Source: an optimization exercise on an open RTL-to-GDS flow (aim: small area). Production flows keep margins and buffers that such runs may drop. The RTL was checked by simulation tests, not by an equivalence proof against the original design. Power figures rest on the tool's default switching activity, not on a simulated workload.

===== run.sh =====
#!/bin/bash
# synth_recipe.tcl (not shown) runs the flow's synth.tcl, then flattens the netlist and writes it again
# the make line also repeats each setting of config.mk as NAME=value (left out here)
make -C /OpenROAD-flow-scripts/flow DESIGN_CONFIG=/design/flow/config.mk WORK_HOME=/design/flow/orfs CLKGATE_MAP_FILE= SYNTH_SCRIPT=/design/flow/synth_recipe.tcl finish

===== config.mk =====
export PLATFORM = sky130hd
export DESIGN_NAME = flight_core
export DESIGN_NICKNAME = flight_core
export VERILOG_FILES = /design/flow/design.v
export SDC_FILE = /design/flow/constraint.sdc
export NUM_CORES = 4
export LEC_CHECK = 0
export CAP_MARGIN = 20
export CORE_MARGIN = 2
export CORE_UTILIZATION = 40
export PLACE_DENSITY = 0.6
export SLEW_MARGIN = 20

===== constraint.sdc =====
create_clock -name core_clock -period 10.0 [get_ports {clk}]
set_input_delay 2.0000 -clock core_clock [delete_from_list [all_inputs] [get_ports {clk}]]
set_output_delay 2.0000 -clock core_clock [all_outputs]
set_load 0.01 [all_outputs]

===== design.v =====
`default_nettype none
package fc_pkg;
  typedef logic [10:0] rc_value_t;
  typedef logic signed [15:0] gyro_rate_t;
  typedef logic signed [31:0] axis_value_t;
  typedef logic [10:0] motor_cmd_t;
  typedef logic [15:0] dshot_frame_t;
  typedef enum logic [1:0] {
    THROTTLE = 2'd0,
    ROLL     = 2'd1,
    PITCH    = 2'd2,
    YAW      = 2'd3
  } axis_e;
  typedef enum logic [2:0] {
    LOOP_WAIT  = 3'd0,
    LOOP_PID   = 3'd1,
    LOOP_MIX   = 3'd2,
    LOOP_CLAMP = 3'd3,
    LOOP_APPLY = 3'd4
  } loop_state_e;
endpackage
`default_nettype wire
`timescale 1ns/1ps
`default_nettype none
module fc_rate_loop (
  input  logic               clk,
  input  logic               reset,
  input  logic               arm,
  input  logic               rc_valid,
  input  fc_pkg::rc_value_t  rc_throttle,
  input  fc_pkg::rc_value_t  rc_roll,
  input  fc_pkg::rc_value_t  rc_pitch,
  input  fc_pkg::rc_value_t  rc_yaw,
  input  logic               gyro_valid,
  input  fc_pkg::gyro_rate_t gyro_roll,
  input  fc_pkg::gyro_rate_t gyro_pitch,
  input  fc_pkg::gyro_rate_t gyro_yaw,
  output logic                    cmd_valid,
  output logic [3:0][10:0] cmd
);
  localparam int CNT_W = $clog2(4 + 1);
  localparam logic [11:0] MIX_NEG = {3'b101, 3'b011, 3'b000, 3'b110};
  fc_pkg::loop_state_e state;
  logic [CNT_W-1:0]    gyro_cnt;
  logic                trigger;
  logic [3:0][31:0] setpoint;
  logic [2:0][31:0] rate;
  logic [2:0][31:0] term;
  logic [3:0][31:0] mix_sum;
  function automatic fc_pkg::axis_value_t scale_rc(input fc_pkg::rc_value_t v);
    fc_pkg::axis_value_t wide;
    wide = $signed({21'd0, v});
    scale_rc = ((wide * 5) >>> 3) - 620;
  endfunction
  function automatic fc_pkg::axis_value_t mix_value(input logic [2:0] neg,
                                                    input fc_pkg::axis_value_t thr,
                                                    input logic [2:0][31:0] t);
    fc_pkg::axis_value_t sum;
    sum = thr;
    for (int a = 0; a < 3; a++) begin
      if (neg[a]) begin
        sum = sum - t[a];
      end else begin
        sum = sum + t[a];
      end
    end
    mix_value = sum + 1000;
  endfunction
  function automatic fc_pkg::motor_cmd_t clamp_cmd(input logic armed,
                                                   input fc_pkg::axis_value_t v);
    if (!armed || v < 0) begin
      clamp_cmd = '0;
    end else if (v > 2047) begin
      clamp_cmd = fc_pkg::motor_cmd_t'(2047);
    end else begin
      clamp_cmd = v[10:0];
    end
  endfunction
  always_ff @(posedge clk) begin
    if (reset) begin
      setpoint[fc_pkg::THROTTLE] <= -32'sd500;
      setpoint[fc_pkg::ROLL]     <= '0;
      setpoint[fc_pkg::PITCH]    <= '0;
      setpoint[fc_pkg::YAW]      <= '0;
    end else if (rc_valid) begin
      setpoint[fc_pkg::THROTTLE] <= scale_rc(rc_throttle);
      setpoint[fc_pkg::ROLL]     <= -scale_rc(rc_roll);
      setpoint[fc_pkg::PITCH]    <= -scale_rc(rc_pitch);
      setpoint[fc_pkg::YAW]      <= scale_rc(rc_yaw);
    end
  end
  assign trigger = gyro_valid && (gyro_cnt == CNT_W'(4 - 1));
  always_ff @(posedge clk) begin
    if (reset) begin
      gyro_cnt <= '0;
    end else if (gyro_valid) begin
      gyro_cnt <= trigger ? '0 : gyro_cnt + 1'b1;
    end
  end
  always_ff @(posedge clk) begin
    if (trigger && state == fc_pkg::LOOP_WAIT) begin
      rate[0] <= 32'(gyro_roll);
      rate[1] <= 32'(gyro_pitch);
      rate[2] <= 32'(gyro_yaw);
    end
  end
  always_ff @(posedge clk) begin
    if (reset) begin
      state <= fc_pkg::LOOP_WAIT;
    end else begin
      case (state)
        fc_pkg::LOOP_WAIT:  if (trigger) state <= fc_pkg::LOOP_PID;
        fc_pkg::LOOP_PID:   state <= fc_pkg::LOOP_MIX;
        fc_pkg::LOOP_MIX:   state <= fc_pkg::LOOP_CLAMP;
        fc_pkg::LOOP_CLAMP: state <= fc_pkg::LOOP_APPLY;
        default:            state <= fc_pkg::LOOP_WAIT;
      endcase
    end
  end
  always_ff @(posedge clk) begin
    if (state == fc_pkg::LOOP_PID) begin
      for (int a = 0; a < 3; a++) begin
        term[a] <= ((rate[a] - setpoint[a + 1]) * 1) >>> 0;
      end
    end
    if (state == fc_pkg::LOOP_MIX) begin
      for (int m = 0; m < 4; m++) begin
        mix_sum[m] <= mix_value(MIX_NEG[m*3 +: 3], setpoint[fc_pkg::THROTTLE], term);
      end
    end
    if (state == fc_pkg::LOOP_CLAMP) begin
      for (int m = 0; m < 4; m++) begin
        cmd[m] <= clamp_cmd(arm, mix_sum[m]);
      end
    end
  end
  assign cmd_valid = (state == fc_pkg::LOOP_APPLY);
endmodule
`default_nettype wire
`timescale 1ns/1ps
`default_nettype none
module fc_command_buffer (
  input  logic          clk,
  input  logic          reset,
  input  logic                       cmd_valid,
  input  logic [3:0][10:0]    cmd,
  output logic                       frame_valid,
  output logic [3:0][15:0] frames,
  input  logic                       frame_take
);
  function automatic fc_pkg::dshot_frame_t pack_frame(input fc_pkg::motor_cmd_t c);
    logic [11:0] upper;
    logic [3:0]  crc;
    upper = {c, 1'b0};
    crc   = upper[11:8] ^ upper[7:4] ^ upper[3:0];
    pack_frame = {upper, crc};
  endfunction
  always_ff @(posedge clk) begin
    if (reset) begin
      frame_valid <= 1'b0;
    end else if (cmd_valid) begin
      frame_valid <= 1'b1;
    end else if (frame_take) begin
      frame_valid <= 1'b0;
    end
  end
  always_ff @(posedge clk) begin
    if (cmd_valid) begin
      for (int m = 0; m < 4; m++) begin
        frames[m] <= pack_frame(cmd[m]);
      end
    end
  end
endmodule
`default_nettype wire
`timescale 1ns/1ps
`default_nettype none
module dshot_tx (
  input  logic              clk,
  input  logic              reset,
  input  logic                       frame_valid,
  input  logic [3:0][15:0] frames,
  output logic                       frame_take,
  output logic [3:0]                 motor_out
);
  typedef enum logic [1:0] {
    TX_IDLE = 2'd0,
    TX_DATA = 2'd1,
    TX_GAP  = 2'd2
  } tx_state_e;
  tx_state_e                  state;
  logic [7:0]                 tick_cnt;
  logic [3:0]                 bit_cnt;
  logic [3:0][15:0] shift_q;
  assign frame_take = (state == TX_IDLE) && frame_valid;
  always_ff @(posedge clk) begin
    if (reset) begin
      state    <= TX_IDLE;
      tick_cnt <= '0;
      bit_cnt  <= '0;
    end else begin
      case (state)
        TX_IDLE: begin
          tick_cnt <= '0;
          bit_cnt  <= '0;
          if (frame_valid) state <= TX_DATA;
        end
        TX_DATA: begin
          if (tick_cnt == 8'(8 - 1)) begin
            tick_cnt <= '0;
            bit_cnt  <= bit_cnt + 1'b1;
            if (bit_cnt == 4'd15) state <= TX_GAP;
          end else begin
            tick_cnt <= tick_cnt + 1'b1;
          end
        end
        TX_GAP: begin
          if (tick_cnt == 8'(16 - 1)) begin
            tick_cnt <= '0;
            state    <= TX_IDLE;
          end else begin
            tick_cnt <= tick_cnt + 1'b1;
          end
        end
        default: state <= TX_IDLE;
      endcase
    end
  end
  always_ff @(posedge clk) begin
    if (frame_take) begin
      shift_q <= frames;
    end else if (state == TX_DATA && tick_cnt == 8'(8 - 1)) begin
      for (int l = 0; l < 4; l++) begin
        shift_q[l] <= {shift_q[l][14:0], 1'b0};
      end
    end
  end
  always_comb begin
    for (int l = 0; l < 4; l++) begin
      motor_out[l] = (state == TX_DATA) &&
                     (tick_cnt < (shift_q[l][15] ? 8'(6)
                                                 : 8'(3)));
    end
  end
endmodule
`default_nettype wire
`timescale 1ns/1ps
`default_nettype none
module flight_core (
  input  logic               clk,
  input  logic               reset,
  input  logic               arm,
  input  logic               rc_valid,
  input  fc_pkg::rc_value_t  rc_throttle,
  input  fc_pkg::rc_value_t  rc_roll,
  input  fc_pkg::rc_value_t  rc_pitch,
  input  fc_pkg::rc_value_t  rc_yaw,
  input  logic               gyro_valid,
  input  fc_pkg::gyro_rate_t gyro_roll,
  input  fc_pkg::gyro_rate_t gyro_pitch,
  input  fc_pkg::gyro_rate_t gyro_yaw,
  output logic               motor_1,
  output logic               motor_2,
  output logic               motor_3,
  output logic               motor_4
);
  logic [3:0] motor_out;
  logic                       cmd_valid;
  logic [3:0][10:0]   cmd;
  logic                       frame_valid;
  logic [3:0][15:0] frames;
  logic                       frame_take;
  fc_rate_loop i_rate_loop (
    .clk         (clk),
    .reset       (reset),
    .arm         (arm),
    .rc_valid    (rc_valid),
    .rc_throttle (rc_throttle),
    .rc_roll     (rc_roll),
    .rc_pitch    (rc_pitch),
    .rc_yaw      (rc_yaw),
    .gyro_valid  (gyro_valid),
    .gyro_roll   (gyro_roll),
    .gyro_pitch  (gyro_pitch),
    .gyro_yaw    (gyro_yaw),
    .cmd_valid   (cmd_valid),
    .cmd         (cmd)
  );
  fc_command_buffer i_command_buffer (
    .clk    (clk),
    .reset  (reset),
    .cmd_valid   (cmd_valid),
    .cmd         (cmd),
    .frame_valid (frame_valid),
    .frames      (frames),
    .frame_take  (frame_take)
  );
  dshot_tx i_dshot_tx (
    .clk       (clk),
    .reset     (reset),
    .frame_valid (frame_valid),
    .frames    (frames),
    .frame_take (frame_take),
    .motor_out (motor_out)
  );
  assign motor_1 = motor_out[0];
  assign motor_2 = motor_out[1];
  assign motor_3 = motor_out[2];
  assign motor_4 = motor_out[3];
endmodule
`default_nettype wire

==> results_tabular.tex <==
\begin{tabular}{lr}
\hline
Metric & Value \\
\hline
\multicolumn{2}{l}{\textbf{Finish}} \\
Most frequent cells in the layout & sky130\_fd\_sc\_hd\_\_ha\_1, sky130\_fd\_sc\_hd\_\_edfxtp\_1, sky130\_fd\_sc\_hd\_\_nor2\_1, sky130\_fd\_sc\_hd\_\_inv\_1, sky130\_fd\_sc\_hd\_\_a21oi\_1 \\
Share of the core filled with cells in the final layout & 0.445 \\
Fraction of final layout cells with drive strength greater than 1 & 0.0509 \\
Fin area & around 49000 sq um \\
Number of antenna cells inserted & 0 \\
Layout Nets & 5445 \\
Area growth from synthesis to layout & 10.5\% \\
Number of cells in the finished layout apart from fillers & roughly 6400 \\
Leading cell type in the layout, fill and taps excluded & sky130\_fd\_sc\_hd\_\_ha\_1 \\
\multicolumn{2}{l}{\textbf{Yosys}} \\
Area share of the largest cell type after synthesis & 0.297 \\
Cells after synthesis & around 4800 \\
Post-synthesis sequential area ratio & 0.353 \\
Ys flop type & sky130\_fd\_sc\_hd\_\_edfxtp\_1 \\
Yosys top cell by area & sky130\_fd\_sc\_hd\_\_edfxtp\_1 \\
Synthesized netlist net count & between 5000 and 6000 \\
Main area contributors after synthesis & sky130\_fd\_sc\_hd\_\_edfxtp\_1, sky130\_fd\_sc\_hd\_\_ha\_1, sky130\_fd\_sc\_hd\_\_xnor2\_1 \\
Post-synth EDFFs & between 400 and 500 \\
Count of state elements after synthesis & about 560 \\
Mapped cell area & 44500 sq um \\
Number of distinct standard cells referenced by the synthesized netlist & just under 100 \\
Average size of a mapped cell & 9.32 sq um \\
Post-synth ARST share & 0 \\
Number of warnings issued by yosys & 3 \\
\multicolumn{2}{l}{\textbf{Worst setup path}} \\
Crit path arrival time & around 8.5 ns \\
Critical Path Max Stage Delay & around 0.77 ns \\
Endpoint kind of the worst setup timing path & register \\
Data required, critical path & 10.37 ns \\
Max Fanout on Critical Path & 10 \\
Register-to-register setup slack & between 1.5 and 2 ns \\
Nature of the critical path startpoint & register \\
Worst-path cell with the longest stage delay & sky130\_fd\_sc\_hd\_\_a2111oi\_1 \\
Cell seen most often among critical-path stages & sky130\_fd\_sc\_hd\_\_a21oi\_1 \\
Path type of the worst setup path & reg2reg \\
\multicolumn{2}{l}{\textbf{Job}} \\
Count of maximum capacitance violations & 0 \\
\multicolumn{2}{l}{\textbf{Floorplanning}} \\
Placement row count & roughly 120 \\
Horiz. Die Dim & roughly 340 microns \\
Area enclosed by the die boundary & roughly 110000 sq um \\
Core area & between 100000 and 150000 sq um \\
Effective utilization at floorplan & 0.402 \\
Vertical extent of the die & about 340 microns \\
Top Ports & 101 \\
\multicolumn{2}{l}{\textbf{Pwr}} \\
Net switching share of the total power & 0.442 \\
P\_leak & slightly below 20 nW \\
Fraction of power consumed by sequential logic & 0.224 \\
Switching power summed over all nets & 5.99 mW \\
Internal power component & about 7.5 mW \\
Proportion of power drawn by the clock network & 0.178 \\
Portion of total power attributed to combinational logic & 0.598 \\
Power density over the cells & 275 nW/um\^{}2 \\
Worst vdd ir & roughly 0.00015 V \\
Total power draw & around 14 mW \\
\multicolumn{2}{l}{\textbf{Place}} \\
Placed Cells incl. Taps & 6239 \\
Number of input and output port buffers inserted & 100 \\
Post-Place Setup Slack & roughly 1.9 ns \\
Detailed placement HPWL & 91000 microns \\
Post-place instance area & about 47000 sq um \\
RD Place Congestion & 0.919 \\
\multicolumn{2}{l}{\textbf{Detailed routing}} \\
Wire length per cell after detailed routing & roughly 18 microns \\
Vias & 34100 \\
TritonRoute pass-1 iters & 8 \\
Number of vias per cell & roughly 5.4 \\
Count of routing violations after the opening detailed-route iteration & 1712 \\
Count of unresolved DRC violations after routing & 0 \\
Number of nets with antenna violations after routing & 0 \\
Routed wire length & between 100000 and 150000 microns \\
\multicolumn{2}{l}{\textbf{Min path}} \\
Worst hold path class & reg2reg \\
\multicolumn{2}{l}{\textbf{Global routing}} \\
Antenna violations before repair & 0 \\
Aggregate global routing overflow & 0 \\
Maximum number of pins on one net before global-route repair & between 80 and 90 \\
Global Route Usage Sum & 0.195 \\
Vias in the first global route & between 30000 and 40000 \\
Wire length of the first global-routing pass & approximately 180000 microns \\
\multicolumn{2}{l}{\textbf{CTS}} \\
Number of cells upsized or downsized after cts & 0 \\
Maximum buffer depth of the clock tree & 3 \\
Setup Buffers After CTS & 0 \\
Hold buffer count at CTS & 0 \\
Clock transition at path regs & approximately 0.06 ns \\
Level count of the clock H-tree & 3 \\
Clk\_lat worst skew & between 0.6 and 0.7 ns \\
Buffer cell driving the clock tree root & sky130\_fd\_sc\_hd\_\_clkbuf\_16 \\
CTS Sinks & 563 \\
Num CTS Buffers & 66 \\
Clock tree from TritonCTS & done \\
\multicolumn{2}{l}{\textbf{STA}} \\
Final Worst Setup Slack & around 1.9 ns \\
Max-slew violations & 0 \\
RSZ-0062 raised after global routing & false \\
Total Negative Setup Slacks & 0 ns \\
Hold\_ws & roughly 0.44 ns \\
Headroom to the max-slew limit & 0.313 \\
Final worst-path cycle share & 0.814 \\
Number of setup violations in the final report & 0 \\
Number of hold-slack violations in the final timing report & 0 \\
Timing-limited maximum frequency & between 100 and 150 MHz \\
Worst Max-Slew Pin Slew & a little over 1 ns \\
Worst setup skew after layout & 0.0474 ns \\
Minimum clock period after layout & a little over 8 ns \\
\multicolumn{2}{l}{\textbf{Status}} \\
Run status & timing/DRC/antenna clean \\
\hline
\end{tabular}
==> cell families (layout without fill, tap and decap cells) <==
group,after synthesis,after routing,synth area share
fa+ha+maj,529,529,0.152
compound gates,1224,1224,0.179
buf+inv,537,637,0.0455
simple gates,1297,1297,0.144
xor+xnor,530,530,0.105
mux,92,92,0.0224
flops,563,563,0.353
==> final timing paths <==
kind                                    startpoint                                     to  cells past startpoint
max reg2reg          i_rate_loop.term[0]$_DFFE_PP_      i_rate_loop.mix_sum[95]$_DFFE_PN_                     32
max                  i_rate_loop.term[0]$_DFFE_PP_      i_rate_loop.mix_sum[95]$_DFFE_PN_                     32
min reg2reg  i_rate_loop.setpoint[45]$_SDFFE_PP0P_  i_rate_loop.setpoint[45]$_SDFFE_PP0P_                      2
min          i_rate_loop.setpoint[45]$_SDFFE_PP0P_  i_rate_loop.setpoint[45]$_SDFFE_PP0P_                      2
==> power groups by stage <==
stage / Sequential [mW] / Clock, mW / Combinational (mW)
5_1_grt: 3.04 / 2.57 / 8.94
3_3_place_gp: 3.08 / 0 / 7.93
6_report: 3.03 / 2.41 / 8.09
4_1_cts: 3.03 / 2.48 / 8.02
3_5_place_dp: 3.08 / 0 / 7.98
2_1_floorplan: 3.06 / 0 / 6.13
==> final cells by class <==
cell class	instances	area (sq um)
clock buffer	88	1790
inverter	400	1500
timing repair buffer	116	1110
tap	1488	1860
sequential	563	15700
fill	10800	61400
clock inverter	33	397
multi-input combinational	3672	26800
==> metal layers <==
metal	up-vias	global-route usage	wire (microns)
met2	677	0.334	52700
met1	16100	0.260	52700
met5	-	0	0
met3	160	0.0192	3930
met4	0	0.0572	2980
li1	17200	-	-
==> worst max-delay path, delay by kind of cell, from the launching register on <==
family / cells / cell delay (ns)
and+or+nand+nor: 10 / 1.73
DFF: 1 / 0.40
AOI/OAI and AO/OA: 14 / 3.33
adders and majority gates: 4 / 1.50
xor gates and xnor gates: 4 / 0.94
==> state kept, by name, indices dropped and copies added (netlist names) <==
name                          count
i_dshot_tx.bit_cnt                4
i_rate_loop.state                 3
i_rate_loop.mix_sum             128
i_rate_loop.cmd                  44
i_rate_loop.term                 96
i_dshot_tx.tick_cnt               8
i_command_buffer.frames          60
i_dshot_tx.shift_q               64
i_dshot_tx.state                  2
i_rate_loop.setpoint            102
i_rate_loop.gyro_cnt              3
i_rate_loop.rate                 48
i_command_buffer.frame_valid      1
==> cells in the mapped netlist, types with 13 or more instances <==
| master | n |
|---|---|
| sky130_fd_sc_hd__nand3_1 | 103 |
| sky130_fd_sc_hd__nor3_1 | 104 |
| sky130_fd_sc_hd__fa_1 | 17 |
| sky130_fd_sc_hd__inv_1 | 400 |
| sky130_fd_sc_hd__nor2_1 | 405 |
| sky130_fd_sc_hd__a211o_1 | 17 |
| sky130_fd_sc_hd__and3_1 | 36 |
| sky130_fd_sc_hd__o211ai_1 | 30 |
| sky130_fd_sc_hd__nand4_1 | 39 |
| sky130_fd_sc_hd__a21boi_0 | 26 |
| sky130_fd_sc_hd__mux2i_1 | 33 |
| sky130_fd_sc_hd__ha_1 | 512 |
| sky130_fd_sc_hd__or2_2 | 23 |
| sky130_fd_sc_hd__nor2b_1 | 61 |
| sky130_fd_sc_hd__clkbuf_1 | 124 |
| sky130_fd_sc_hd__xnor2_1 | 378 |
| sky130_fd_sc_hd__a31oi_1 | 37 |
| sky130_fd_sc_hd__nand2_1 | 273 |
| sky130_fd_sc_hd__a21o_1 | 113 |
| sky130_fd_sc_hd__or3_1 | 36 |
| sky130_fd_sc_hd__o21bai_1 | 75 |
| sky130_fd_sc_hd__a211oi_1 | 50 |
| sky130_fd_sc_hd__edfxtp_1 | 440 |
| sky130_fd_sc_hd__nand2b_1 | 67 |
| sky130_fd_sc_hd__o31ai_1 | 37 |
| sky130_fd_sc_hd__o21ai_0 | 189 |
| sky130_fd_sc_hd__mux2_2 | 59 |
| sky130_fd_sc_hd__nor4_1 | 39 |
| sky130_fd_sc_hd__or4_1 | 13 |
| sky130_fd_sc_hd__and2_1 | 24 |
| sky130_fd_sc_hd__nor3b_1 | 21 |
| sky130_fd_sc_hd__o21a_1 | 89 |
| sky130_fd_sc_hd__dfxtp_1 | 123 |
| sky130_fd_sc_hd__o2111ai_1 | 13 |
| sky130_fd_sc_hd__a21oi_1 | 392 |
| sky130_fd_sc_hd__xor2_1 | 149 |

[port drivers added, routing unchanged]
The flow's constraints put no driver on any port. The routed layout listed below was extracted and timed again, unchanged, in two steps. Step 1: set_driving_cell puts a clkbuf_16 on clk and a buf_2 on each other input, an assumption about the parent block. Step 2 also shifts input and output timing later by t, the mid clock arrival at the registers, as if the neighbouring blocks saw the same clock. a / b / c = ideal ports / drivers / drivers and shift; a / b = the first two.
shift t [ns]: 0.681
setup WS [ns]: 1.856 / 1.856 / 1.856
hold slack, ns: 0.439 / 0.439 / 0.439
clock arrival spread, ns: 0.048 / 0.048
After both steps setup and hold are still met in this run. For this run, drivers alone change the setup slack by 0.000 ns; drivers and shift together by 0.000 ns.
